This is an optimization exercise on Yosys and OpenROAD, whose aim is small area and a short achievable clock period, not a production implementation. RTL that was checked went through simulation tests only; none was proved equivalent to the original. Only the layout flow was run in runs 5 and 6; the RTL was not checked for function there. No activity file was given, so power comes from the tool's default toggle rates.

==> design/flow/design.v <==
`default_nettype none
`default_nettype wire
`default_nettype none
package tg_proto_pkg;
	typedef logic [8-1:0] byte_t;
	localparam byte_t WRITE_START = 8'hFF;
	localparam byte_t READ_START = 8'hFE;
	localparam byte_t DONE_BYTE = 8'h1E;
	typedef enum logic [2:0] {
		ST_IDLE,
		ST_ADDR,
		ST_LEN,
		ST_WR_DATA,
		ST_WR_CMD,
		ST_RD_CMD,
		ST_RD_WAIT
	} parser_state_t;
endpackage
`default_nettype wire
`default_nettype none
package tg_mcb_pkg;
	typedef enum logic [2:0] {
		MCB_WRITE = 3'd0,
		MCB_READ = 3'd1,
		MCB_WRITE_AP = 3'd2,
		MCB_READ_AP = 3'd3
	} mcb_instr_t;
	typedef logic [30-1:0] mcb_addr_t;
	typedef logic [32-1:0] mcb_word_t;
	typedef logic [6-1:0] mcb_bl_t;
endpackage
`default_nettype wire
`timescale 1ns/1ps
`default_nettype none
module traffic_generator (
	input logic clk,
	input logic reset,
	input logic rx_done_tick,
	input tg_proto_pkg::byte_t rx_data_out,
	output logic tx_start_transmission,
	output tg_proto_pkg::byte_t tx_data_in,
	input logic tx_busy,
	output logic cmd_en,
	output tg_mcb_pkg::mcb_instr_t cmd_instr,
	output tg_mcb_pkg::mcb_bl_t cmd_bl,
	output tg_mcb_pkg::mcb_addr_t cmd_byte_addr,
	input logic cmd_full,
	output logic wr_en,
	output tg_mcb_pkg::mcb_word_t wr_data,
	input logic wr_full,
	output logic rd_en,
	input tg_mcb_pkg::mcb_word_t rd_data,
	input logic rd_empty
);
	logic s_idle, s_addr, s_len, s_wdat, s_wcmd, s_rcmd, s_rwait;
	logic [1:0] addr_cnt;
	logic [5:0] cnt;
	logic cmd_rd;
	logic cmd_ok;
	logic [7:0] whead;
	logic [7:0] wmem [63];
	logic [5:0] wwp, wrp;
	logic [6:0] wqc;     
	logic wvis;          
	logic rd_ok;         
	logic last_q;
	logic read_done;
	logic [7:0] rmem [128];
	logic [6:0] rwp, rrp;
	logic [7:0] rcnt;    
	logic rpend;         
	logic tick;
	logic is_start;
	logic w_push, w_pop;
	logic wr_go, rd_go;
	logic r_req, r_acc, r_pop, r_full;
	logic [7:0] r_byte;
	logic wq0, wq1;
	logic [6:0] wqc_n;
	logic s_wcmd_n, s_rcmd_n;
	assign tick = rx_done_tick;
	assign is_start = (rx_data_out[7:1] == 7'h7F);
	assign cmd_en = cmd_ok && !cmd_full;
	assign wr_en = wvis && !wr_full;
	assign rd_en = rd_ok && !rd_empty;
	assign cmd_instr = cmd_rd ? tg_mcb_pkg::MCB_READ_AP : tg_mcb_pkg::MCB_WRITE_AP;
	assign wr_data = {24'd0, whead};
	assign wr_go = cmd_en && s_wcmd;
	assign rd_go = cmd_en && s_rcmd;
	always_ff @(posedge clk) begin
		if (reset) begin
			s_idle <= 1'b1;
			s_addr <= 1'b0;
			s_len <= 1'b0;
			s_wdat <= 1'b0;
			s_wcmd <= 1'b0;
			s_rcmd <= 1'b0;
			s_rwait <= 1'b0;
		end else begin
			if (s_idle && tick && is_start) begin
				s_idle <= 1'b0;
				s_addr <= 1'b1;
			end
			if (s_addr && tick && addr_cnt == 2'd3) begin
				s_addr <= 1'b0;
				s_len <= 1'b1;
			end
			if (s_len && tick) begin
				s_len <= 1'b0;
				s_wdat <= !cmd_rd;
				s_rcmd <= cmd_rd;
			end
			if (s_wdat && tick && cnt == 6'd1) begin
				s_wdat <= 1'b0;
				s_wcmd <= 1'b1;
			end
			if (wr_go) begin
				s_wcmd <= 1'b0;
				s_idle <= 1'b1;
			end
			if (rd_go) begin
				s_rcmd <= 1'b0;
				s_rwait <= 1'b1;
			end
			if (s_rwait && read_done) begin
				s_rwait <= 1'b0;
				s_idle <= 1'b1;
			end
		end
	end
	always_ff @(posedge clk) begin
		if (s_idle) begin
			addr_cnt <= 2'd0;
		end else if (s_addr && tick) begin
			addr_cnt <= addr_cnt + 2'd1;
		end
	end
	always_ff @(posedge clk) begin
		if (s_idle && tick) begin
			cmd_rd <= !rx_data_out[0];
		end
		if (s_addr && tick) begin
			cmd_byte_addr <= {cmd_byte_addr[21:0], rx_data_out};
		end
		if (s_len && tick) begin
			cmd_bl <= rx_data_out[5:0];
		end
	end
	always_ff @(posedge clk) begin
		if (s_len && tick) begin
			cnt <= rx_data_out[5:0];
		end else if ((s_wdat && tick) || rd_en) begin
			cnt <= cnt - 6'd1;
		end
	end
	assign s_wcmd_n = (s_wdat && tick && cnt == 6'd1) || (s_wcmd && !wr_go);
	assign s_rcmd_n = (s_len && tick && cmd_rd) || (s_rcmd && !rd_go);
	always_ff @(posedge clk) begin
		if (reset) begin
			cmd_ok <= 1'b0;
		end else begin
			cmd_ok <= s_rcmd_n || (s_wcmd_n && wqc_n == 7'd0);
		end
	end
	assign w_push = s_wdat && tick;
	assign w_pop = wr_en;
	assign wq0 = (wqc == 7'd0);
	assign wq1 = (wqc == 7'd1);
	assign wqc_n = wqc + {6'd0, w_push} - {6'd0, w_pop};
	always_ff @(posedge clk) begin
		if (reset) begin
			wqc <= 7'd0;
			wvis <= 1'b0;
			wwp <= 6'd0;
			wrp <= 6'd0;
		end else begin
			wqc <= wqc_n;
			wvis <= w_pop ? !wq1 : !wq0;
			if (w_push && !(wq0 || (wq1 && w_pop))) begin
				wwp <= (wwp == 6'd62) ? 6'd0 : wwp + 6'd1;
			end
			if (w_pop && !wq1) begin
				wrp <= (wrp == 6'd62) ? 6'd0 : wrp + 6'd1;
			end
		end
	end
	always_ff @(posedge clk) begin
		if (w_push) begin
			wmem[wwp] <= rx_data_out;
		end
	end
	logic [7:0] w_lo, w_hi;
	logic [7:0] w_grp [8];
	logic [7:0] w_rd;
	assign w_lo = 8'd1 << wrp[2:0];
	assign w_hi = 8'd1 << wrp[5:3];
	always_comb begin
		for (int g = 0; g < 8; g++) begin
			w_grp[g] = 8'd0;
			for (int j = 0; j < 8; j++) begin
				if (g * 8 + j < 63) begin
					w_grp[g] = w_grp[g] | ({8{w_lo[j]}} & wmem[g * 8 + j]);
				end
			end
		end
		w_rd = 8'd0;
		for (int g = 0; g < 8; g++) begin
			w_rd = w_rd | ({8{w_hi[g]}} & w_grp[g]);
		end
	end
	always_ff @(posedge clk) begin
		if (wq0 || (wq1 && w_pop)) begin
			whead <= rx_data_out;
		end else if (w_pop) begin
			whead <= w_rd;
		end
	end
	always_ff @(posedge clk) begin
		if (reset) begin
			rd_ok <= 1'b0;
			last_q <= 1'b0;
			read_done <= 1'b0;
		end else begin
			rd_ok <= !rd_en && (cnt != 6'd0) && (s_rwait || rd_go);
			last_q <= rd_en && (cnt == 6'd1);
			read_done <= last_q;
		end
	end
	assign r_req = rd_en || last_q || wr_go;
	assign r_byte = rd_ok ? rd_data[7:0] : tg_proto_pkg::DONE_BYTE;
	assign r_pop = (rcnt != 8'd0) && !tx_busy && !tx_start_transmission;
	assign r_full = (rcnt == 8'd128) || (rcnt == 8'd127 && rpend);
	assign r_acc = r_req && (!r_full || r_pop);
	always_ff @(posedge clk) begin
		if (reset) begin
			rcnt <= 8'd0;
			rpend <= 1'b0;
			rwp <= 7'd0;
			rrp <= 7'd0;
			tx_start_transmission <= 1'b0;
		end else begin
			rcnt <= rcnt + {7'd0, rpend} - {7'd0, r_pop};
			rpend <= r_acc;
			if (r_acc) begin
				rwp <= rwp + 7'd1;
			end
			if (r_pop) begin
				rrp <= rrp + 7'd1;
			end
			tx_start_transmission <= r_pop;
		end
	end
	always_ff @(posedge clk) begin
		if (!r_full || r_pop) begin
			rmem[rwp] <= r_byte;
		end
	end
	logic [7:0] r_lo;
	logic [15:0] r_hi;
	logic [7:0] r_grp [16];
	logic [7:0] r_rd;
	assign r_lo = 8'd1 << rrp[2:0];
	assign r_hi = 16'd1 << rrp[6:3];
	always_comb begin
		for (int g = 0; g < 16; g++) begin
			r_grp[g] = 8'd0;
			for (int j = 0; j < 8; j++) begin
				r_grp[g] = r_grp[g] | ({8{r_lo[j]}} & rmem[g * 8 + j]);
			end
		end
		r_rd = 8'd0;
		for (int g = 0; g < 16; g++) begin
			r_rd = r_rd | ({8{r_hi[g]}} & r_grp[g]);
		end
	end
	always_ff @(posedge clk) begin
		tx_data_in <= r_rd;
	end
endmodule
`default_nettype wire
==> design/flow/run.sh <==
#!/bin/bash
# synth_recipe.tcl (not shown) runs the flow's synth.tcl, then flattens the netlist and writes it again
# the make line also repeats each setting of config.mk as NAME=value (left out here)
make -C /OpenROAD-flow-scripts/flow DESIGN_CONFIG=/design/flow/config.mk WORK_HOME=/design/flow/orfs CLKGATE_MAP_FILE= SYNTH_SCRIPT=/design/flow/synth_recipe.tcl finish
==> design/flow/config.mk <==
export PLATFORM = sky130hd
export DESIGN_NAME = traffic_generator
export DESIGN_NICKNAME = traffic_generator
export VERILOG_FILES = /design/flow/design.v
export SDC_FILE = /design/flow/constraint.sdc
export NUM_CORES = 4
export LEC_CHECK = 0
export CAP_MARGIN = 20
export CORE_MARGIN = 2
export CORE_UTILIZATION = 65
export CTS_BUF_LIST = sky130_fd_sc_hd__clkbuf_8
export CTS_CLUSTER_SIZE = 24
export SLEW_MARGIN = 20
==> design/flow/constraint.sdc <==
create_clock -name core_clock -period 7.0 [get_ports {clk}]
set_input_delay 1.4000 -clock core_clock [delete_from_list [all_inputs] [get_ports {clk}]]
set_output_delay 1.4000 -clock core_clock [all_outputs]
set_load 0.01 [all_outputs]
==> results.py, run 1 <==
metrics = {
    "cts": {
        "cts.htree.levels": 5,
        "clkTransAtPathRegs_ns": 0.06,
        "cts_sinks": 1644,
        "cts_hold_buf": 0,
        "cts_resized": 0,
        "postCtsSetupBuffers": 0,
        "numCtsBuffers": 274,
        "clock_latency_ns": 0.93,
        "cts-root-buf": "clkbuf_8",
        "clockBufferDepth": 4,
        "cts_tree": "done",
    },
    "synth": {
        "muxShareOfSynthArea_pct": 0.631,
        "synth-main-ff-cell": "edfxtp_1",
        "yosys.area_share.adder_pct": 0.917,
        "synth_cells": 3653,
        "synth_xor_area_share_pct": 0.398,
        "seq_area_frac_synth_pct": 79.0,
        "yosysWarnings": 3,
        "ys_types": 61,
        "synth_compound_area_share_pct": 11.4,
        "synthesis.area_sq_mm": 0.0617,
        "synth-simple-area-share_pct": 5.25,
        "syn-mean-instance-area_sq_um": 16.9,
        "synth_seq_cells": 1644,
        "synth_top_family_by_area": "compound AO/OA/AOI/OAI gates",
        "synth-edff-count": 1579,
        "async_flop_share_pct": 0,
    },
    "critical_path": {
        "r2r_cells": 9,
        "cp_data_required_time_ns": 7.71,
        "cp.arrival_ns": 4.85,
        "path_cells": "inv_1, ha_4, buf_4, a222oi_1, nand2_1, a222oi_1, o22ai_1, nor4_1, nand3_1",
        "cpPeakStageDelay_ns": 0.61,
        "slowest_stage": "nor4_1",
        "r2r_slack_ns": 2.86,
        "path_max_fanout": 64,
        "rr_endpoint": "tx_data_in[1]",
        "worstSetupPathType": "register to register",
        "endpoint_kind": "register",
        "r2r-start": "rrp[0]",
        "crit_path_frequent_cell": "a222oi_1",
        "start_kind": "register",
    },
    "worst_hold_path": {
        "hp-class": "register to register",
        "hold-path-cell-count": 0,
        "hp-start": "cmd_byte_addr[18]",
        "hold_end": "cmd_byte_addr[26]",
    },
    "timing": {
        "period_share_pct": 59.1,
        "finalMaxSlewViolations": 0,
        "rsz0062_at_grt": "no",
        "clock_skew_ns": 0.0515,
        "relSlewSlack_pct": 22.4,
        "period_needed_ns": 4.14,
        "fmax_ghz": 0.242,
        "tightest_slew_ns": 1.16,
        "setup_viol_count_final": 0,
        "hold_viol": 0,
        "tns_ns": 0,
    },
    "pwr": {
        "pwr-share-clk_pct": 35.0,
        "p_leak_nw": 21.6,
        "p_per_area_mw_per_mm2": 318,
        "p_int_mw": 16.0,
        "vdd_drop_max_mv": 0.242,
        "p_switching_mw": 5.76,
        "p_sw_share_pct": 26.5,
        "comb_power_share_pct": 14.9,
        "finalPower_mw": 21.7,
        "p_seq_share_pct": 50.1,
    },
    "route": {
        "dr.pass1.iters": 13,
        "drtAntennaViolNets": 0,
        "first_iter_violations": 6688,
        "drc": 0,
        "avgRoutedWirePerCell_um": 29.4,
        "wirelength_mm": 154,
        "via_per_inst": 6.93,
        "num_vias": 36300,
    },
    "placement": {
        "io_buffers": 79,
        "place_congestion": 0.908,
        "dpl.hpwl_mm": 89.6,
        "placed_area_sq_mm": 0.0634,
    },
    "die": {
        "dieWidth_um": 312,
        "num_rows": 112,
        "die_y_um": 312,
        "core_sq_mm": 0.0936,
        "start_util_pct": 65.9,
        "die_area_sq_mm": 0.0973,
        "io_pins": 130,
    },
    "grt": {
        "antenna_found_initial": 2,
        "grt_pass1_wl_mm": 226,
        "grt_remaining_overflow": 0,
        "grtUsageTotal_pct": 31.3,
        "grt_pass1_vias": 35700,
        "grt_max_degree": 96,
    },
    "layout": {
        "final_area_sq_mm": 0.0682,
        "final_common_cell": "edfxtp_1",
        "drive_above_1_share_pct": 11.6,
        "layout_common_cells": "edfxtp_1 (1579), a222oi_1 (484), nand2_1 (338)",
        "final_util_pct": 72.9,
        "fin_nets": 3897,
        "synthToLayoutAreaGrowth_pct": 10.7,
    },
    "job": {
        "maxCapViolations": 0,
    },
    "outcome": {
        "outcome": "no timing/DRC/antenna violations",
    },
}
[layer usage]
layer	routed length [um]	vias up	track usage (%)
li1	-	15500	-
met3	14500	337	5.88
met4	5850	0	13.0
met1	56200	18300	41.3
met2	77800	2237	52.1
met5	0	-	0
[worst max-delay path, delay by kind of cell (launching register included)]
family / cells / cell delay, ns
DFF: 1 / 0.52
adders and majority gates: 1 / 0.40
AOI/OAI and AO/OA: 3 / 1.29
and+or+nand+nor: 3 / 1.01
buffers and inverters: 2 / 0.66
[flip-flops by register name (all words and copies together) (netlist names), 7 cells and up]
register / cells
wqc: 7
rcnt: 8
rrp: 7
tx_data_in: 8
wmem: 504
rmem: 1024
cmd_byte_addr: 30
rwp: 7
whead: 8
[cells by family after synthesis]
family                     count (synthesis)
other                                      2
xor gates and xnor gates                  28
adders and majority gates                 44
muxes                                     36
and+or+nand+nor                          768
buffers and inverters                    327
DFF                                     1644
AOI/OAI and AO/OA                        804
[layout make-up]
| cell class | instances | area [sq um] |
|---|---|---|
| well taps | 1254 | 1570 |
| diodes | 1 | 2.50 |
| inverters | 47 | 179 |
| fillers | 5866 | 25400 |
| multi-input cells | 1706 | 11700 |
| clock buffers | 293 | 4030 |
| repair buffers | 133 | 1180 |
| flip-flops and latches | 1644 | 48700 |
| clock inverters | 167 | 836 |
[worst max path at each step]
stage | start | end | slack [ns] | cells past startpoint
finish | rrp[0] | tx_data_in[1] | 2.86 | 9
global route | rx_done_tick | cmd_ok | 2.77 | 14
CTS | cmd_full | cmd_en | 2.91 | 4
detailed placement | rx_done_tick | cmd_ok | 2.09 | 14
global placement | rx_done_tick | cmd_ok | 2.25 | 14
floorplan | rx_done_tick | cmd_ok | 3.26 | 14
[synthesized netlist by cell type (15+ instances only)]
master	instances	area, sq um
a21oi_1	74	370
a221o_1	22	220
a221oi_1	29	254
a222oi_1	484	4840
a22o_1	21	184
a22oi_1	15	113
buf_1	40	150
buf_2	48	240
buf_4	31	233
clkbuf_1	153	574
dfxtp_1	65	1300
edfxtp_1	1579	47400
ha_1	42	526
inv_1	45	169
mux2_2	22	248
nand2_1	343	1290
nand3_1	30	150
nor2_1	274	1030
nor2b_1	21	131
nor4_1	24	150
o21ai_0	31	155
o22ai_1	73	457
[stage by stage]
| stage | std cells | hold WS [ns] | setup slack (ns) |
|---|---|---|---|
| floorplan | 3677 | 0.421 | 3.26 |
| global placement | 4784 | 0.428 | 2.25 |
| detailed placement | 4784 | 0.435 | 2.09 |
| CTS | 5244 | 0.448 | 2.91 |
| global route | 5245 | 0.458 | 2.77 |
| finish | 5245 | 0.448 | 2.86 |
[power groups by stage]
stage	Sequential, mW	Clock (mW)	Combinational [mW]
2_1_floorplan	11.1	0	2.08
3_3_place_gp	11.1	0	3.13
3_5_place_dp	11.1	0	3.19
4_1_cts	10.9	7.70	3.21
5_1_grt	10.9	8.15	3.44
6_report	10.9	7.61	3.23
==> inputs of run 2 (changes only) <==
--- a/design/flow/config.mk
+++ b/design/flow/config.mk
@@ -10,4 +10,5 @@
 export CORE_UTILIZATION = 65
 export CTS_BUF_LIST = sky130_fd_sc_hd__clkbuf_8
 export CTS_CLUSTER_SIZE = 24
+export SETUP_SLACK_MARGIN = 3.6
 export SLEW_MARGIN = 20
==> results.py, run 2 <==
metrics = {
    "timing": {
        "hold_viol": 0,
        "clock_skew_ns": 0.0428,
        "tns_ns": 0,
        "period_share_pct": 49.8,
        "fmax_ghz": 0.287,
        "rsz0062_at_grt": "yes",
        "worst_slack_ns": 3.51,
        "relSlewSlack_pct": 25.3,
        "setup_viol_count_final": 0,
        "period_needed_ns": 3.49,
        "tightest_slew_ns": 1.12,
        "finalMaxSlewViolations": 0,
    },
    "grt": {
        "grt_pass1_wl_mm": 231,
        "grt_max_degree": 121,
        "grt_use_met1_pct": 42.6,
        "gr-max-usage-layer": "met2",
        "grt_remaining_overflow": 0,
        "grtUsageTotal_pct": 32.1,
        "grt_pass1_vias": 35800,
        "grt_use_met3_pct": 5.30,
        "use_met2_pct": 52.7,
        "antenna_found_initial": 2,
    },
    "cts": {
        "clock_latency_ns": 0.92,
        "cts-root-buf": "clkbuf_8",
        "clockBufferDepth": 3,
        "clkTransAtPathRegs_ns": 0.06,
        "numCtsBuffers": 239,
        "cts_sinks": 1644,
        "cts.htree.levels": 4,
        "cts_tree": "done",
    },
    "route": {
        "drtAntennaViolNets": 0,
        "num_vias": 36300,
        "dr.pass1.iters": 13,
        "avgRoutedWirePerCell_um": 30.0,
        "via_per_inst": 6.93,
        "first_iter_violations": 6372,
        "wirelength_mm": 157,
        "drc": 0,
    },
    "critical_path": {
        "path_max_fanout": 16,
        "cp_data_required_time_ns": 7.52,
        "cp.arrival_ns": 4.01,
        "worstSetupPathType": "primary input to register",
        "endpoint_kind": "register",
        "start_kind": "primary input",
    },
    "synth": {
        "yosysWarnings": 3,
        "synth-edff-count": 1579,
        "synth_cells": 3653,
        "ys_types": 61,
        "seq_area_frac_synth_pct": 79.0,
        "synthTopCellsByArea": "edfxtp_1 (77%), a222oi_1 (7.9%), dfxtp_1 (2.1%)",
        "synth_seq_cells": 1644,
        "yosysMostFrequentCell": "edfxtp_1",
        "syn-mean-instance-area_sq_um": 16.9,
        "yosysTopAreaCell": "edfxtp_1",
        "async_flop_share_pct": 0,
        "synth_common_cells": "edfxtp_1 (1579), a222oi_1 (484), nand2_1 (343)",
        "synth-main-ff-cell": "edfxtp_1",
        "synth_top_area_share_pct": 76.9,
        "synthesis.area_sq_mm": 0.0617,
    },
    "layout": {
        "fillers": 5835,
        "largest_reg_flops": 1024,
        "top_regs": "rmem: 1024 flops, wmem: 504 flops, cmd_byte_addr: 30 flops",
        "synthToLayoutAreaGrowth_pct": 11.1,
        "layout_common_cells": "edfxtp_1 (1579), a222oi_1 (484), nand2_1 (338)",
        "fin_nets": 3877,
        "top_register": "rmem",
        "drive_above_1_share_pct": 13.6,
        "final_common_cell": "edfxtp_1",
    },
    "pwr": {
        "vdd_drop_max_mv": 0.246,
        "p_leak_nw": 21.6,
        "p_per_area_mw_per_mm2": 311,
    },
    "placement": {
        "pre_cts_slack_ns": 2.22,
        "dpl.hpwl_mm": 89.8,
        "io_buffers": 79,
        "place_congestion": 0.878,
    },
    "job": {
        "maxCapViolations": 0,
    },
    "die": {
        "die_area_sq_mm": 0.0973,
        "io_pins": 130,
        "core_sq_mm": 0.0936,
        "num_rows": 112,
        "start_util_pct": 65.9,
        "die_y_um": 312,
        "dieWidth_um": 312,
    },
    "outcome": {
        "outcome": "no timing/DRC/antenna violations",
    },
    "worst_hold_path": {
        "hp-class": "register to register",
    },
}
-- run 2: power by group --
| group | switching, mW | internal [mW] |
|---|---|---|
| Clock | 3.51 | 3.47 |
| Combinational | 2.19 | 1.25 |
| Sequential | 0.112 | 10.8 |
-- run 2: repair_timing --
action	in CTS	in global routing
setup endpoints to repair	581	745
pin swaps	16	13
gates cloned	1	0
setup buffers	11	5
gates resized for setup	105	41
hold buffers	0	0
-- run 2: worst max-delay path, stage by stage --
cell and delay, ns:
clkdlybuf4s50_1 0.42, a211o_4 0.34, a21oi_1 0.64, nand2_4 0.57, nor2_2 0.60
-- run 2: per-stage QoR --
step                      total power, mW  hold slack, ns  std cells  cell area [sq um]  util, %
final                                21.3           0.445       5243              68500     73.2
after global routing                 22.0           0.458       5243              68500     73.2
after CTS                            21.3           0.449       5237              68300     72.9
after detailed placement             14.3           0.437       4782              63500     67.8
after global placement               14.3           0.431       4782              63500     67.8
after floorplan                      13.2           0.421       3677              61800        -
-- run 2: kinds of logic after synthesis --
family                   Yosys count  share of synthesized area, %
AO/OA/AOI/OAI                    804                          11.4
XOR/XNOR                          28                         0.398
adder cells (fa/ha/maj)           44                         0.917
buffers and inverters            327                          2.37
flip-flops                      1644                          79.0
multiplexers                      36                         0.631
other                              2                        0.0122
AND/OR/NAND/NOR                  768                          5.25
-- run 2: area by class of cell --
type	count	area (sq um)	share of cell area, %
Clock buffer	246	3390	4.94
Antenna cell	1	2.50	0.00365
Inverter	47	194	0.283
Clock inverter	197	978	1.43
Timing Repair Buffer	148	1490	2.18
Sequential cell	1644	48700	71.1
Tap cell	1254	1570	2.29
Multi-Input combinational cell	1706	12100	17.7
-- run 2: per-layer routing --
layer  part of all wire [%]  vias to the layer above
met3                    9.4                      343
met2                     50                     2240
li1                       -                    15500
met5                      0                        -
met4                    4.5                        0
met1                     36                    18200
-- run 2: worst paths after layout --
| kind | endpoint | slack [ns] | cells after the start | startpoint |
|---|---|---|---|---|
| worst max register to register | rmem[108][5] | 3.54 | 7 | rcnt[2] |
| worst min-delay path | cmd_byte_addr[21] | 0.44 | 0 | cmd_byte_addr[13] |
| worst max-delay path | rmem[108][5] | 3.51 | 5 | tx_busy |
| worst min register to register | cmd_byte_addr[21] | 0.44 | 0 | cmd_byte_addr[13] |
==> inputs of run 3 (changes only) <==
--- a/design/flow/config.mk
+++ b/design/flow/config.mk
@@ -7,8 +7,5 @@
 export LEC_CHECK = 0
 export CAP_MARGIN = 20
 export CORE_MARGIN = 2
-export CORE_UTILIZATION = 65
-export CTS_BUF_LIST = sky130_fd_sc_hd__clkbuf_8
-export CTS_CLUSTER_SIZE = 24
-export SETUP_SLACK_MARGIN = 3.6
+export CORE_UTILIZATION = 40
 export SLEW_MARGIN = 20
==> results.py, run 3 <==
metrics = {
    "outcome": {
        "outcome": "no timing/DRC/antenna violations",
    },
    "layout": {
        "final_area_sq_mm": 0.0696,
        "top_regs": "rmem: 1024 flops, wmem: 504 flops, cmd_byte_addr: 30 flops",
        "drive_above_1_share_pct": 8.99,
        "largest_reg_flops": 1024,
        "top_register": "rmem",
        "stdcell_count": 5871,
        "layout_common_cells": "edfxtp_1 (1579), a222oi_1 (484), nand2_1 (338)",
        "synthToLayoutAreaGrowth_pct": 12.9,
        "final_common_cell": "edfxtp_1",
        "fillers": 13300,
        "fin_nets": 3783,
    },
    "pwr": {
        "p_leak_nw": 21.4,
        "p_per_area_mw_per_mm2": 326,
        "vdd_drop_max_mv": 0.255,
    },
    "critical_path": {
        "cpPeakStageDelay_ns": 0.84,
        "crit_family": "simple AND/OR/NAND/NOR gates",
        "path_max_fanout": 9,
        "crit_buf_inv": 2,
        "slowest_stage": "nand3_1",
        "endpoint_kind": "register",
        "worstSetupPathType": "primary input to register",
        "r2r_slack_ns": 2.58,
        "cp.arrival_ns": 4.84,
        "start_kind": "primary input",
        "r2r_cells": 9,
        "path_depth": 6,
        "cp_data_required_time_ns": 7.42,
        "r2r-start": "rrp[0]",
        "path_cells": "clkdlybuf4s50_1, a211o_1, a21oi_1, nand3_1, buf_4, nor2_1",
        "rr_endpoint": "tx_data_in[4]",
    },
    "synth": {
        "synthTopCellsByArea": "edfxtp_1 (77%), a222oi_1 (7.9%), dfxtp_1 (2.1%)",
        "synth-edff-count": 1579,
        "yosysMostFrequentCell": "edfxtp_1",
        "async_flop_share_pct": 0,
        "yosysTopAreaCell": "edfxtp_1",
        "synth_cells": 3653,
        "seq_area_frac_synth_pct": 79.0,
        "ys_types": 61,
        "synthesis.area_sq_mm": 0.0617,
        "synth_common_cells": "edfxtp_1 (1579), a222oi_1 (484), nand2_1 (343)",
        "yosysWarnings": 3,
        "synth-main-ff-cell": "edfxtp_1",
        "synth_top_area_share_pct": 76.9,
        "syn-mean-instance-area_sq_um": 16.9,
        "synth_seq_cells": 1644,
    },
    "route": {
        "dr.pass1.iters": 11,
        "wirelength_mm": 159,
        "via_per_inst": 6.09,
        "num_vias": 35700,
        "first_iter_violations": 6420,
        "drc": 0,
        "drtAntennaViolNets": 0,
        "avgRoutedWirePerCell_um": 27.1,
    },
    "die": {
        "core_sq_mm": 0.154,
        "io_pins": 130,
        "dieWidth_um": 397,
        "die_area_sq_mm": 0.157,
        "die_y_um": 397,
        "start_util_pct": 40.2,
        "num_rows": 144,
    },
    "placement": {
        "pre_cts_slack_ns": 1.80,
        "dp_cells": 5571,
        "dpl.hpwl_mm": 90.5,
        "placed_area_sq_mm": 0.0644,
        "io_buffers": 79,
        "place_congestion": 0.868,
    },
    "timing": {
        "fmax_ghz": 0.226,
        "rsz0062_at_grt": "no",
        "hold_ws_ns": 0.449,
        "tns_ns": 0,
        "relSlewSlack_pct": 23.7,
        "tightest_slew_ns": 1.15,
        "period_share_pct": 63.2,
        "finalMaxSlewViolations": 0,
        "setup_viol_count_final": 0,
        "worst_slack_ns": 2.58,
        "hold_viol": 0,
        "period_needed_ns": 4.42,
        "clock_skew_ns": 0.0454,
    },
    "cts": {
        "clockBufferDepth": 3,
        "cts-root-buf": "clkbuf_16",
        "cts_sinks": 1644,
        "cts_tree": "done",
        "cts_resized": 0,
        "cts_hold_buf": 0,
        "numCtsBuffers": 163,
        "cts.htree.levels": 4,
        "clkTransAtPathRegs_ns": 0.06,
        "clock_latency_ns": 0.81,
        "postCtsSetupBuffers": 0,
    },
    "grt": {
        "grt_pass1_vias": 34700,
        "grt_pass1_wl_mm": 233,
        "grt_remaining_overflow": 0,
        "antenna_found_initial": 1,
        "grtUsageTotal_pct": 19.8,
        "grt_max_degree": 134,
    },
    "worst_hold_path": {
        "hp-class": "register to register",
        "hp-start": "cmd_byte_addr[17]",
        "hold_end": "cmd_byte_addr[25]",
        "hold-path-cell-count": 0,
    },
    "job": {
        "maxCapViolations": 0,
    },
}
==> run 3: layer usage <==
metal  global-route usage, %  vias up  share of wire, %
met5                       0        -            0.0082
met4                    5.93        2               2.5
met3                    3.70      239               9.2
met2                    30.2     1861                46
met1                    28.8    18400                42
li1                        -    15300                 -
==> run 3: power by group <==
part / internal (mW) / switching (mW)
Clock: 4.87 / 3.70
Combinational: 1.15 / 2.13
Sequential: 10.8 / 0.0786
==> run 3: worst max path at each step <==
stage,startpoint,to,slack (ns)
floorplan,rx_done_tick,cmd_ok,3.26
global placement,tx_busy,rmem[102][0],1.88
detailed placement,tx_busy,rmem[102][0],1.80
CTS,tx_busy,rmem[102][6],2.66
global route,rcnt[2],rcnt[6],2.50
finish,tx_busy,rmem[78][4],2.58
==> run 3: final cells by class <==
cell class / count / area (sq um) / share of cell area, %
Inverter: 47 / 179 / 0.257
Multi-Input combinational cell: 1706 / 11700 / 16.8
Clock inverter: 84 / 867 / 1.25
Timing Repair Buffer: 130 / 1220 / 1.75
Clock buffer: 215 / 4370 / 6.27
Tap cell: 2044 / 2560 / 3.67
Sequential cell: 1644 / 48700 / 70.0
Antenna cell: 1 / 2.50 / 0.00359
==> run 3: through the flow <==
stage,total power [mW],util (%)
global route,23.4,45.4
CTS,22.8,45.4
finish,22.7,45.4
global placement,14.3,41.9
detailed placement,14.3,41.9
floorplan,13.1,-
==> run 3: logic make-up after synthesis <==
| group | Yosys count | synth area share, % |
|---|---|---|
| other | 2 | 0.0122 |
| flip-flops | 1644 | 79.0 |
| XOR/XNOR | 28 | 0.398 |
| adder cells (fa/ha/maj) | 44 | 0.917 |
| AND/OR/NAND/NOR | 768 | 5.25 |
| buffers and inverters | 327 | 2.37 |
| multiplexers | 36 | 0.631 |
| AO/OA/AOI/OAI | 804 | 11.4 |
==> inputs of run 4 (changes only) <==
--- a/design/flow/design.v
+++ b/design/flow/design.v
@@ -159,7 +159,7 @@
 		if (reset) begin
 			cmd_ok <= 1'b0;
 		end else begin
-			cmd_ok <= s_rcmd_n || (s_wcmd_n && wqc_n == 7'd0);
+			cmd_ok <= s_rcmd_n || (s_wcmd_n && !w_push && (wq0 || (wq1 && w_pop)));
 		end
 	end
 	assign w_push = s_wdat && tick;
@@ -250,9 +250,17 @@
 			tx_start_transmission <= r_pop;
 		end
 	end
-	always_ff @(posedge clk) begin
-		if (!r_full || r_pop) begin
-			rmem[rwp] <= r_byte;
+	logic r_blk;
+	logic [7:0] r_wlo;
+	logic [15:0] r_whi;
+	assign r_blk = r_full && (tx_busy || tx_start_transmission);
+	assign r_wlo = 8'd1 << rwp[2:0];
+	assign r_whi = 16'd1 << rwp[6:3];
+	always_ff @(posedge clk) begin
+		for (int i = 0; i < 128; i++) begin
+			if (r_whi[i / 8] && r_wlo[i % 8] && !r_blk) begin
+				rmem[i] <= r_byte;
+			end
 		end
 	end
 	logic [7:0] r_lo;
--- a/design/flow/config.mk
+++ b/design/flow/config.mk
@@ -7,5 +7,8 @@
 export LEC_CHECK = 0
 export CAP_MARGIN = 20
 export CORE_MARGIN = 2
-export CORE_UTILIZATION = 40
+export CORE_UTILIZATION = 65
+export CTS_BUF_LIST = sky130_fd_sc_hd__clkbuf_8
+export CTS_CLUSTER_SIZE = 24
+export SETUP_SLACK_MARGIN = 3.8
 export SLEW_MARGIN = 20
==> results.py, run 4 <==
metrics = {
    "critical_path": {
        "cp_data_required_time_ns": 7.55,
        "worstSetupPathType": "primary input to register",
        "path_cells": "clkdlybuf4s50_1, o21bai_2, and2_1, nand2_2, nor2_2",
        "cp.arrival_ns": 4.11,
        "slowest_stage": "nand2_2",
        "crit_family": "simple AND/OR/NAND/NOR gates",
        "path_max_fanout": 16,
        "r2r-start": "rcnt[4]",
        "rr_endpoint": "rmem[34][3]",
        "cpPeakStageDelay_ns": 0.70,
        "endpoint_kind": "register",
        "crit_buf_inv": 1,
        "start_kind": "primary input",
        "r2r_cells": 8,
        "r2r_slack_ns": 3.58,
    },
    "layout": {
        "top_regs": "rmem: 1024 flops, wmem: 504 flops, cmd_byte_addr: 30 flops",
        "final_common_cell": "edfxtp_1",
        "layout_common_cells": "edfxtp_1 (1579), a222oi_1 (463), nand2_1 (308)",
        "drive_above_1_share_pct": 16.4,
        "synthToLayoutAreaGrowth_pct": 12.8,
        "fillers": 5641,
        "fin_nets": 3939,
        "top_register": "rmem",
        "largest_reg_flops": 1024,
    },
    "synth": {
        "synth_common_cells": "edfxtp_1 (1579), a222oi_1 (463), nand2_1 (311)",
        "async_flop_share_pct": 0,
        "synth_top_area_share_pct": 76.7,
        "synth_seq_cells": 1644,
        "ys_types": 61,
        "syn-mean-instance-area_sq_um": 16.9,
        "seq_area_frac_synth_pct": 78.8,
        "yosysTopAreaCell": "edfxtp_1",
        "synthesis.area_sq_mm": 0.0618,
        "synth-edff-count": 1579,
        "synthTopCellsByArea": "edfxtp_1 (77%), a222oi_1 (7.5%), dfxtp_1 (2.1%)",
        "yosysMostFrequentCell": "edfxtp_1",
        "yosysWarnings": 4,
        "synth_cells": 3653,
        "synth-main-ff-cell": "edfxtp_1",
    },
    "worst_hold_path": {
        "hold_end": "cmd_byte_addr[18]",
        "hp-start": "cmd_byte_addr[10]",
        "hold-path-cell-count": 0,
        "hp-class": "register to register",
    },
    "grt": {
        "grtUsageTotal_pct": 32.9,
        "grt_pass1_vias": 36100,
        "grt_max_degree": 81,
        "grt_pass1_wl_mm": 234,
        "antenna_found_initial": 2,
        "grt_remaining_overflow": 0,
    },
    "route": {
        "first_iter_violations": 6763,
        "drtAntennaViolNets": 0,
        "wirelength_mm": 165,
        "dr.pass1.iters": 10,
        "avgRoutedWirePerCell_um": 31.1,
        "num_vias": 37100,
        "drc": 0,
        "via_per_inst": 6.98,
    },
    "timing": {
        "rsz0062_at_grt": "yes",
        "tns_ns": 0,
        "hold_viol": 0,
        "setup_viol_count_final": 0,
        "relSlewSlack_pct": 19.6,
        "clock_skew_ns": 0.0428,
        "finalMaxSlewViolations": 0,
        "worst_slack_ns": 3.44,
        "tightest_slew_ns": 1.20,
        "period_share_pct": 50.9,
        "period_needed_ns": 3.56,
        "fmax_ghz": 0.281,
    },
    "pwr": {
        "vdd_drop_max_mv": 0.234,
        "p_leak_nw": 23.2,
        "p_per_area_mw_per_mm2": 312,
    },
    "placement": {
        "pre_cts_slack_ns": 2.16,
        "place_congestion": 0.959,
        "io_buffers": 79,
        "dpl.hpwl_mm": 91.9,
    },
    "die": {
        "die_area_sq_mm": 0.0975,
        "die_y_um": 312,
        "dieWidth_um": 312,
        "start_util_pct": 65.3,
        "io_pins": 130,
        "core_sq_mm": 0.0946,
        "num_rows": 113,
    },
    "cts": {
        "cts_hold_buf": 0,
        "cts_tree": "done",
        "clockBufferDepth": 3,
        "clock_latency_ns": 0.93,
        "numCtsBuffers": 239,
        "cts_sinks": 1644,
        "cts.htree.levels": 4,
        "cts-root-buf": "clkbuf_8",
        "clkTransAtPathRegs_ns": 0.06,
    },
    "job": {
        "maxCapViolations": 0,
    },
    "outcome": {
        "outcome": "no timing/DRC/antenna violations",
    },
}
run 4: what timing repair did:
item | 4_1_cts | 5_1_grt
gates cloned | 3 | 5
pin swaps | 32 | 70
setup buffers | 30 | 39
endpoints found under the setup margin | 841 | 760
gates resized for setup | 196 | 103
run 4: cell families (layout without fill, tap and decap cells):
kind of cell | count (synthesis) | in the layout | share of synthesized area [%]
other | 2 | 27 | 0.0122
flip-flops | 1644 | 1644 | 78.8
buffers and inverters | 330 | 697 | 2.51
AO/OA/AOI/OAI | 810 | 810 | 11.4
adder cells (fa/ha/maj) | 49 | 49 | 1.02
AND/OR/NAND/NOR | 753 | 753 | 5.18
XOR/XNOR | 30 | 30 | 0.425
multiplexers | 35 | 35 | 0.593
run 4: layout make-up:
| type | instances | area [sq um] | area share, % |
|---|---|---|---|
| clock buffer | 244 | 3360 | 4.82 |
| multi-input combinational | 1703 | 12400 | 17.8 |
| antenna | 1 | 2.50 | 0.00359 |
| sequential | 1644 | 48700 | 69.9 |
| timing repair buffer | 207 | 2320 | 3.32 |
| tap | 1265 | 1580 | 2.27 |
| clock inverter | 198 | 1110 | 1.60 |
| inverter | 48 | 200 | 0.287 |
run 4: how the worst max path moves through the flow:
| stage | depth (start not counted) | slack, ns | to | start |
|---|---|---|---|---|
| 2_1_floorplan | 13 | 3.68 | rcnt[6] | tx_busy |
| 5_1_grt | 5 | 3.46 | rmem[80][4] | tx_busy |
| 6_report | 5 | 3.44 | rmem[34][3] | tx_busy |
| 3_5_place_dp | 4 | 2.16 | rmem[6][4] | tx_busy |
| 3_3_place_gp | 4 | 2.30 | rmem[70][1] | tx_busy |
| 4_1_cts | 5 | 3.60 | rmem[57][0] | tx_busy |
run 4: layer usage:
layer	GRT usage (%)	share of wire [%]	vias to the layer above	wire, um
met5	0	0	-	0
met4	15.2	5.2	0	8510
met3	6.07	10	458	16900
met2	54.4	49	2539	81400
met1	42.8	35	18500	58100
li1	-	-	15600	-
run 4: report_power, final:
group          leakage, nW  total, mW  switching, mW  internal [mW]
Clock                 2.55       7.16           3.55           3.60
Combinational         5.54       3.74           2.37           1.37
Sequential            15.1       10.9         0.0751           10.8
run 4: through the flow:
stage | total power, mW | util, % | std cells | hold slack (ns) | area [sq um]
floorplan | 13.1 | - | 3677 | 0.426 | 62000
global placement | 14.2 | 67.2 | 4790 | 0.429 | 63600
detailed placement | 14.2 | 67.2 | 4790 | 0.434 | 63600
CTS | 21.5 | 72.7 | 5265 | 0.443 | 68800
global route | 22.4 | 73.7 | 5310 | 0.447 | 69700
finish | 21.8 | 73.7 | 5310 | 0.441 | 69700
==> inputs of run 5 (changes only) <==
--- a/design/flow/design.v
+++ b/design/flow/design.v
@@ -59,14 +59,17 @@
 	logic cmd_ok;
 	logic [7:0] whead;
 	logic [7:0] wmem [63];
-	logic [5:0] wwp, wrp;
+	logic [5:0] wwp;
+	logic [7:0] w_lo, w_hi;  
 	logic [6:0] wqc;     
 	logic wvis;          
 	logic rd_ok;         
 	logic last_q;
 	logic read_done;
 	logic [7:0] rmem [128];
-	logic [6:0] rwp, rrp;
+	logic [6:0] rwp;
+	logic [7:0] r_lo;    
+	logic [15:0] r_hi;   
 	logic [7:0] rcnt;    
 	logic rpend;         
 	logic tick;
@@ -172,7 +175,8 @@
 			wqc <= 7'd0;
 			wvis <= 1'b0;
 			wwp <= 6'd0;
-			wrp <= 6'd0;
+			w_lo <= 8'd1;
+			w_hi <= 8'd1;
 		end else begin
 			wqc <= wqc_n;
 			wvis <= w_pop ? !wq1 : !wq0;
@@ -180,7 +184,15 @@
 				wwp <= (wwp == 6'd62) ? 6'd0 : wwp + 6'd1;
 			end
 			if (w_pop && !wq1) begin
-				wrp <= (wrp == 6'd62) ? 6'd0 : wrp + 6'd1;
+				if (w_hi[7] && w_lo[6]) begin
+					w_lo <= 8'd1;
+					w_hi <= 8'd1;
+				end else begin
+					w_lo <= {w_lo[6:0], w_lo[7]};
+					if (w_lo[7]) begin
+						w_hi <= {w_hi[6:0], w_hi[7]};
+					end
+				end
 			end
 		end
 	end
@@ -189,11 +201,8 @@
 			wmem[wwp] <= rx_data_out;
 		end
 	end
-	logic [7:0] w_lo, w_hi;
 	logic [7:0] w_grp [8];
 	logic [7:0] w_rd;
-	assign w_lo = 8'd1 << wrp[2:0];
-	assign w_hi = 8'd1 << wrp[5:3];
 	always_comb begin
 		for (int g = 0; g < 8; g++) begin
 			w_grp[g] = 8'd0;
@@ -236,7 +245,8 @@
 			rcnt <= 8'd0;
 			rpend <= 1'b0;
 			rwp <= 7'd0;
-			rrp <= 7'd0;
+			r_lo <= 8'd1;
+			r_hi <= 16'd1;
 			tx_start_transmission <= 1'b0;
 		end else begin
 			rcnt <= rcnt + {7'd0, rpend} - {7'd0, r_pop};
@@ -245,7 +255,10 @@
 				rwp <= rwp + 7'd1;
 			end
 			if (r_pop) begin
-				rrp <= rrp + 7'd1;
+				r_lo <= {r_lo[6:0], r_lo[7]};
+				if (r_lo[7]) begin
+					r_hi <= {r_hi[14:0], r_hi[15]};
+				end
 			end
 			tx_start_transmission <= r_pop;
 		end
@@ -263,12 +276,8 @@
 			end
 		end
 	end
-	logic [7:0] r_lo;
-	logic [15:0] r_hi;
 	logic [7:0] r_grp [16];
 	logic [7:0] r_rd;
-	assign r_lo = 8'd1 << rrp[2:0];
-	assign r_hi = 16'd1 << rrp[6:3];
 	always_comb begin
 		for (int g = 0; g < 16; g++) begin
 			r_grp[g] = 8'd0;
--- a/design/flow/config.mk
+++ b/design/flow/config.mk
@@ -7,8 +7,9 @@
 export LEC_CHECK = 0
 export CAP_MARGIN = 20
 export CORE_MARGIN = 2
-export CORE_UTILIZATION = 65
-export CTS_BUF_LIST = sky130_fd_sc_hd__clkbuf_8
-export CTS_CLUSTER_SIZE = 24
+export CORE_UTILIZATION = 55
+export CTS_BUF_LIST = sky130_fd_sc_hd__clkbuf_16
+export CTS_CLUSTER_DIAMETER = 80
+export CTS_CLUSTER_SIZE = 30
 export SETUP_SLACK_MARGIN = 3.8
 export SLEW_MARGIN = 20
==> results.py, run 5 <==
metrics = {
    "critical_path": {
        "path_cells": "dlygate4sd2_1, o21ai_2, nand3_1, buf_4, nor2_2",
        "crit_buf_inv": 2,
        "worstSetupPathType": "primary input to register",
        "slowest_stage": "nand3_1",
        "path_max_fanout": 10,
        "crit_family": "simple AND/OR/NAND/NOR gates",
        "endpoint_kind": "register",
        "cpPeakStageDelay_ns": 0.61,
        "cp_data_required_time_ns": 7.32,
        "start_kind": "primary input",
        "cp.arrival_ns": 3.73,
    },
    "layout": {
        "synthToLayoutAreaGrowth_pct": 7.84,
        "final_common_cell": "edfxtp_1",
        "fin_nets": 3686,
        "largest_reg_flops": 1024,
        "drive_above_1_share_pct": 9.37,
        "layout_common_cells": "edfxtp_1 (1579), a22oi_1 (759), nand4_1 (202)",
        "top_register": "rmem",
        "top_regs": "rmem: 1024 flops, wmem: 504 flops, cmd_byte_addr: 30 flops",
    },
    "job": {
        "maxCapViolations": 0,
    },
    "grt": {
        "grt_use_met1_pct": 42.2,
        "grtUsageTotal_pct": 27.3,
        "grt_pass1_vias": 33000,
        "grt_pass1_wl_mm": 231,
        "grt_remaining_overflow": 0,
        "use_met2_pct": 40.9,
        "antenna_found_initial": 1,
        "grt_max_degree": 107,
        "gr-max-usage-layer": "met1",
        "grt_use_met3_pct": 5.19,
    },
    "timing": {
        "tightest_slew_ns": 1.03,
        "rsz0062_at_grt": "yes",
        "period_needed_ns": 3.40,
        "fmax_ghz": 0.294,
        "finalMaxSlewViolations": 0,
        "clock_skew_ns": 0.0407,
        "period_share_pct": 48.6,
        "hold_viol": 0,
        "tns_ns": 0,
        "setup_viol_count_final": 0,
        "relSlewSlack_pct": 30.9,
    },
    "cts": {
        "cts_sinks": 1671,
        "cts_tree": "done",
        "cts_hold_buf": 0,
        "clockBufferDepth": 3,
        "cts-root-buf": "clkbuf_16",
        "numCtsBuffers": 69,
        "cts.htree.levels": 3,
        "clkTransAtPathRegs_ns": 0.11,
        "clock_latency_ns": 0.69,
    },
    "placement": {
        "io_buffers": 79,
        "dpl.hpwl_mm": 94.4,
        "place_congestion": 0.857,
    },
    "die": {
        "num_rows": 122,
        "die_y_um": 339,
        "core_sq_mm": 0.111,
        "dieWidth_um": 339,
        "die_area_sq_mm": 0.115,
        "start_util_pct": 55.6,
        "io_pins": 130,
    },
    "synth": {
        "synth_top_area_share_pct": 77.0,
        "async_flop_share_pct": 0,
        "yosysWarnings": 4,
        "synth_common_cells": "edfxtp_1 (1579), a22oi_1 (759), nor2_1 (256)",
        "ys_types": 57,
        "synth-main-ff-cell": "edfxtp_1",
        "syn-mean-instance-area_sq_um": 17.0,
        "synthesis.area_sq_mm": 0.0616,
        "synth_cells": 3630,
        "yosysTopAreaCell": "edfxtp_1",
        "synth-edff-count": 1579,
        "synthTopCellsByArea": "edfxtp_1 (77%), a22oi_1 (9.2%), dfxtp_1 (3.0%)",
        "yosysMostFrequentCell": "edfxtp_1",
        "seq_area_frac_synth_pct": 80.0,
        "synth_seq_cells": 1671,
    },
    "route": {
        "drtAntennaViolNets": 0,
        "via_per_inst": 6.69,
        "drc": 0,
        "avgRoutedWirePerCell_um": 30.9,
        "wirelength_mm": 158,
        "first_iter_violations": 4576,
        "num_vias": 34300,
        "dr.pass1.iters": 5,
    },
    "pwr": {
        "finalPower_mw": 17.5,
        "p_per_area_mw_per_mm2": 263,
        "p_leak_nw": 20.1,
        "vdd_drop_max_mv": 0.183,
    },
    "outcome": {
        "outcome": "no timing/DRC/antenna violations",
    },
    "worst_hold_path": {
        "hp-class": "register to register",
    },
}
## run 5: worst paths after layout
path / from / cells after the start / slack (ns) / endpoint
worst min-delay path: cmd_byte_addr[11] / 0 / 0.46 / cmd_byte_addr[19]
worst max-delay path: tx_busy / 5 / 3.60 / rmem[28][3]
worst max register to register: rcnt[4] / 8 / 3.72 / rmem[28][3]
worst min register to register: cmd_byte_addr[11] / 0 / 0.46 / cmd_byte_addr[19]
## run 5: cell type report
type	count	area, sq um
Sequential cell	1671	49300
Fill cell	8159	44400
Multi-Input combinational cell	1679	11700
Tap cell	1488	1860
Clock buffer	74	1850
Timing Repair Buffer	140	1220
Clock inverter	34	285
Inverter	41	169
Antenna cell	1	2.50
## run 5: kinds of logic after synthesis
| kind of cell | Yosys count | synth area share, % |
|---|---|---|
| compound gates | 949 | 11.6 |
| xor+xnor | 22 | 0.313 |
| other cells | 2 | 0.0122 |
| flops | 1671 | 80.0 |
| mux | 9 | 0.150 |
| fa+ha+maj | 37 | 0.776 |
| simple gates | 635 | 5.06 |
| buf+inv | 305 | 2.16 |
## run 5: power by group
| part | switching [mW] | internal (mW) |
|---|---|---|
| registers | 0.130 | 10.9 |
| logic | 0.879 | 0.540 |
| clock network | 2.97 | 2.08 |
## run 5: stage by stage
stage	setup WS (ns)	hold slack [ns]	instances	area, sq um	utilization, %
floorplan	3.64	0.426	3654	61800	-
global placement	2.46	0.430	5011	63700	57.5
detailed placement	2.38	0.431	5011	63800	57.5
CTS	3.69	0.457	5126	66300	59.9
global route	3.65	0.468	5127	66400	59.9
finish	3.60	0.459	5128	66400	60.0
## run 5: per-layer routing
metal,vias to the layer above,share of wire [%]
met5,-,0.0082
li1,14600,-
met4,2,1.8
met3,173,10
met1,17800,43
met2,1734,45
## run 5: what timing repair did
action	4_1_cts	5_1_grt
endpoints found under the setup margin	1290	475
resized for setup	159	27
setup buffers	6	1
pin swaps	2	0
cloned	1	0
==> inputs of run 6 (changes only) <==
--- a/design/flow/design.v
+++ b/design/flow/design.v
@@ -71,13 +71,13 @@
 	logic [7:0] r_lo;    
 	logic [15:0] r_hi;   
 	logic [7:0] rcnt;    
-	logic rpend;         
+	logic reply_push;    
+	logic [7:0] reply_byte;
 	logic tick;
 	logic is_start;
 	logic w_push, w_pop;
 	logic wr_go, rd_go;
-	logic r_req, r_acc, r_pop, r_full;
-	logic [7:0] r_byte;
+	logic r_push, r_pop, r_full;
 	logic wq0, wq1;
 	logic [6:0] wqc_n;
 	logic s_wcmd_n, s_rcmd_n;
@@ -196,9 +196,16 @@
 			end
 		end
 	end
-	always_ff @(posedge clk) begin
-		if (w_push) begin
-			wmem[wwp] <= rx_data_out;
+	logic w_full;
+	logic [7:0] w_wlo, w_whi;
+	assign w_full = wqc[6];
+	assign w_wlo = 8'd1 << wwp[2:0];
+	assign w_whi = 8'd1 << wwp[5:3];
+	always_ff @(posedge clk) begin
+		for (int i = 0; i < 63; i++) begin
+			if (w_whi[i / 8] && w_wlo[i % 8] && !w_full) begin
+				wmem[i] <= rx_data_out;
+			end
 		end
 	end
 	logic [7:0] w_grp [8];
@@ -235,23 +242,29 @@
 			read_done <= last_q;
 		end
 	end
-	assign r_req = rd_en || last_q || wr_go;
-	assign r_byte = rd_ok ? rd_data[7:0] : tg_proto_pkg::DONE_BYTE;
+	always_ff @(posedge clk) begin
+		if (reset) begin
+			reply_push <= 1'b0;
+		end else begin
+			reply_push <= rd_en || last_q || wr_go;
+		end
+	end
+	always_ff @(posedge clk) begin
+		reply_byte <= rd_ok ? rd_data[7:0] : tg_proto_pkg::DONE_BYTE;
+	end
+	assign r_full = rcnt[7];
+	assign r_push = reply_push && !r_full;
 	assign r_pop = (rcnt != 8'd0) && !tx_busy && !tx_start_transmission;
-	assign r_full = (rcnt == 8'd128) || (rcnt == 8'd127 && rpend);
-	assign r_acc = r_req && (!r_full || r_pop);
 	always_ff @(posedge clk) begin
 		if (reset) begin
 			rcnt <= 8'd0;
-			rpend <= 1'b0;
 			rwp <= 7'd0;
 			r_lo <= 8'd1;
 			r_hi <= 16'd1;
 			tx_start_transmission <= 1'b0;
 		end else begin
-			rcnt <= rcnt + {7'd0, rpend} - {7'd0, r_pop};
-			rpend <= r_acc;
-			if (r_acc) begin
+			rcnt <= rcnt + {7'd0, r_push} - {7'd0, r_pop};
+			if (r_push) begin
 				rwp <= rwp + 7'd1;
 			end
 			if (r_pop) begin
@@ -263,16 +276,14 @@
 			tx_start_transmission <= r_pop;
 		end
 	end
-	logic r_blk;
 	logic [7:0] r_wlo;
 	logic [15:0] r_whi;
-	assign r_blk = r_full && (tx_busy || tx_start_transmission);
 	assign r_wlo = 8'd1 << rwp[2:0];
 	assign r_whi = 16'd1 << rwp[6:3];
 	always_ff @(posedge clk) begin
 		for (int i = 0; i < 128; i++) begin
-			if (r_whi[i / 8] && r_wlo[i % 8] && !r_blk) begin
-				rmem[i] <= r_byte;
+			if (r_whi[i / 8] && r_wlo[i % 8] && !r_full) begin
+				rmem[i] <= reply_byte;
 			end
 		end
 	end
--- a/design/flow/config.mk
+++ b/design/flow/config.mk
@@ -7,9 +7,9 @@
 export LEC_CHECK = 0
 export CAP_MARGIN = 20
 export CORE_MARGIN = 2
-export CORE_UTILIZATION = 55
+export CORE_UTILIZATION = 50
 export CTS_BUF_LIST = sky130_fd_sc_hd__clkbuf_16
 export CTS_CLUSTER_DIAMETER = 80
 export CTS_CLUSTER_SIZE = 30
-export SETUP_SLACK_MARGIN = 3.8
+export SETUP_SLACK_MARGIN = 3.6
 export SLEW_MARGIN = 20
==> results.py, run 6 <==
metrics = {
    "synth": {
        "synth_common_cells": "edfxtp_1 (1579), a22oi_1 (759), nor2_1 (259)",
        "yosysWarnings": 5,
        "synthTopCellsByArea": "edfxtp_1 (77%), a22oi_1 (9.2%), dfxtp_1 (3.2%)",
        "yosysTopAreaCell": "edfxtp_1",
        "synth-main-ff-cell": "edfxtp_1",
        "synth_cells": 3623,
        "ys_types": 49,
        "synth_top_area_share_pct": 76.9,
        "seq_area_frac_synth_pct": 80.2,
        "yosysMostFrequentCell": "edfxtp_1",
        "synth_seq_cells": 1679,
        "syn-mean-instance-area_sq_um": 17.0,
        "synthesis.area_sq_mm": 0.0616,
        "async_flop_share_pct": 0,
        "synth-edff-count": 1579,
    },
    "route": {
        "avgRoutedWirePerCell_um": 30.5,
        "wirelength_mm": 161,
        "first_iter_violations": 4927,
        "dr.pass1.iters": 6,
        "drtAntennaViolNets": 0,
        "num_vias": 34200,
        "via_per_inst": 6.48,
        "drc": 0,
    },
    "timing": {
        "rsz0062_at_grt": "no",
        "relSlewSlack_pct": 23.3,
        "finalMaxSlewViolations": 0,
        "clock_skew_ns": 0.0450,
        "tns_ns": 0,
        "fmax_ghz": 0.299,
        "period_needed_ns": 3.34,
        "period_share_pct": 47.8,
        "hold_viol": 0,
        "setup_viol_count_final": 0,
        "tightest_slew_ns": 1.14,
        "hold_ws_ns": 0.457,
    },
    "grt": {
        "grt_pass1_vias": 32000,
        "grt_pass1_wl_mm": 232,
        "antenna_found_initial": 1,
        "grt_max_degree": 118,
        "grtUsageTotal_pct": 25.1,
        "grt_remaining_overflow": 0,
    },
    "critical_path": {
        "worstSetupPathType": "primary input to output port",
        "r2r_slack_ns": 3.90,
        "cp_data_required_time_ns": 5.60,
        "start_kind": "primary input",
        "path_max_fanout": 2,
        "endpoint_kind": "output port",
        "cp.arrival_ns": 1.94,
    },
    "cts": {
        "cts-root-buf": "clkbuf_16",
        "cts_sinks": 1679,
        "cts_hold_buf": 0,
        "clockBufferDepth": 3,
        "clkTransAtPathRegs_ns": 0.11,
        "clock_latency_ns": 0.70,
        "cts.htree.levels": 3,
        "numCtsBuffers": 74,
        "cts_tree": "done",
    },
    "outcome": {
        "outcome": "no timing/DRC/antenna violations",
    },
    "pwr": {
        "p_per_area_mw_per_mm2": 269,
        "p_leak_nw": 20.8,
        "vdd_drop_max_mv": 0.227,
    },
    "layout": {
        "largest_reg_flops": 1024,
        "top_register": "rmem",
        "drive_above_1_share_pct": 5.91,
        "top_regs": "rmem: 1024 flops, wmem: 504 flops, cmd_byte_addr: 30 flops",
        "layout_common_cells": "edfxtp_1 (1579), a22oi_1 (759), nor2_1 (259)",
        "fin_nets": 3682,
        "fillers": 9648,
        "final_common_cell": "edfxtp_1",
        "synthToLayoutAreaGrowth_pct": 7.61,
    },
    "die": {
        "core_sq_mm": 0.122,
        "num_rows": 128,
        "die_y_um": 355,
        "io_pins": 130,
        "start_util_pct": 50.5,
        "die_area_sq_mm": 0.126,
        "dieWidth_um": 355,
    },
    "placement": {
        "io_buffers": 79,
        "dpl.hpwl_mm": 90.3,
        "place_congestion": 0.836,
    },
    "job": {
        "maxCapViolations": 0,
    },
    "worst_hold_path": {
        "hp-class": "register to register",
    },
}
[run 6: cell types whose count changed after synthesis, sizes merged, moves of 2 or more]
cell,previous run,this run
nand4,202,198
or3b,0,2
and2,8,5
xor2,13,11
o21ai,10,12
a31oi,8,10
nand3,31,25
nand2,81,85
or2,4,1
a21oi,48,46
dfxtp,92,100
nor2,256,259
clkbuf,131,125
nor2b,9,12
[run 6: final timing paths]
kind,start,to,depth (start not counted)
hold reg to reg,cmd_byte_addr[7],cmd_byte_addr[15],0
setup reg to reg,r_lo[0],tx_data_in[7],6
setup / recovery,rd_empty,rd_en,4
hold / removal,cmd_byte_addr[7],cmd_byte_addr[15],0
[run 6: cell families (layout without fill, tap and decap cells)]
logic type,count (synthesis),count (layout),synth area share (%)
adder cells (fa/ha/maj),37,37,0.775
flip-flops,1679,1679,80.2
AO/OA/AOI/OAI,949,949,11.6
other,2,27,0.0122
AND/OR/NAND/NOR,627,627,4.95
buffers and inverters,300,307,2.11
XOR/XNOR,20,20,0.284
multiplexers,9,9,0.150
[run 6: worst max-delay path: stages]
cell	delay, ns
dlygate4sd2_1	0.23
nand2b_4	0.15
inv_4	0.07
buf_6	0.10
[run 6: stage by stage]
stage / utilization (%) / std cells / power, mW / cell area [sq um] / setup slack [ns]
after global placement: 52.3 / 5141 / 12.7 / 63900 / 2.61
final: 54.4 / 5280 / 17.8 / 66300 / 3.66
after floorplan: - / 3647 / 12.1 / 61800 / 3.56
after detailed placement: 52.3 / 5141 / 12.7 / 63900 / 2.62
after CTS: 54.4 / 5279 / 17.9 / 66300 / 3.61
after global routing: 54.4 / 5280 / 18.3 / 66300 / 3.62
[run 6: what timing repair did]
| action | in CTS | in global routing |
|---|---|---|
| gates resized for setup | 30 | 5 |
| endpoints found under the setup margin | 8 | 4 |
| setup buffers | 6 | 0 |
[run 6: final cells by class]
| class | count | area (sq um) | share of cell area [%] |
|---|---|---|---|
| Sequential cell | 1679 | 49500 | 74.6 |
| Multi-Input combinational cell | 1668 | 11100 | 16.7 |
| Tap cell | 1625 | 2030 | 3.07 |
| Clock buffer | 77 | 1930 | 2.90 |
| Timing Repair Buffer | 134 | 1210 | 1.83 |
| Clock inverter | 55 | 444 | 0.670 |
| Inverter | 41 | 159 | 0.240 |
| Antenna cell | 1 | 2.50 | 0.00377 |
[run 6: power breakdown]
part	total, mW	switching (mW)	internal [mW]
combinational	1.40	0.890	0.507
sequential	11.1	0.156	11.0
clock	5.30	3.18	2.12
[run 6: routing by layer]
layer  wire (um)  share of wire [%]  GRT usage (%)  up-vias
met1       70200                 44           39.4    17700
met2       72900                 45           37.5     1665
met5           0                  0              0        -
met3       14400                8.9           3.59      194
li1            -                  -              -    14600
met4        3500                2.2           5.45        0

## separate check: timing with driven ports
How much do the figures lean on ideal ports? The routed layouts below were timed once more, with nothing changed but the port constraints.
Step 1: set_driving_cell puts a clkbuf_16 on clk and a buf_2 on each other input, an assumption about the parent block.
Step 2, shift: input delay + t, output delay - t, t = (earliest + latest rising clock arrival at the registers) / 2. This alone moves slack from input paths to output paths.
a / b / c = no drivers / after step 1 / after step 2; a / b = the first two.
run | shift t [ns] | slack for setup (ns) | worst setup path at the end | slew at the worst register clock pin (ns)
run 1 | 0.977 | 2.863 / 2.863 / 2.027 | input to register | 0.07 / 0.07
run 2 | 0.966 | 3.512 / 3.544 / 2.588 | input to register | 0.07 / 0.07
run 3 | 0.871 | 2.576 / 2.584 / 1.765 | input to register | 0.07 / 0.07
run 4 | 0.970 | 3.440 / 3.484 / 2.514 | input to register | 0.07 / 0.07
run 5 | 0.750 | 3.597 / 3.656 / 2.907 | input to register | 0.12 / 0.12
run 6 | 0.752 | 3.657 / 3.607 / 3.129 | input to register | 0.12 / 0.12
After both steps setup and hold are still met in every run listed. The setup slack of run 4, which loses most, moves by +0.044 ns with the drivers and by -0.926 ns with both steps.
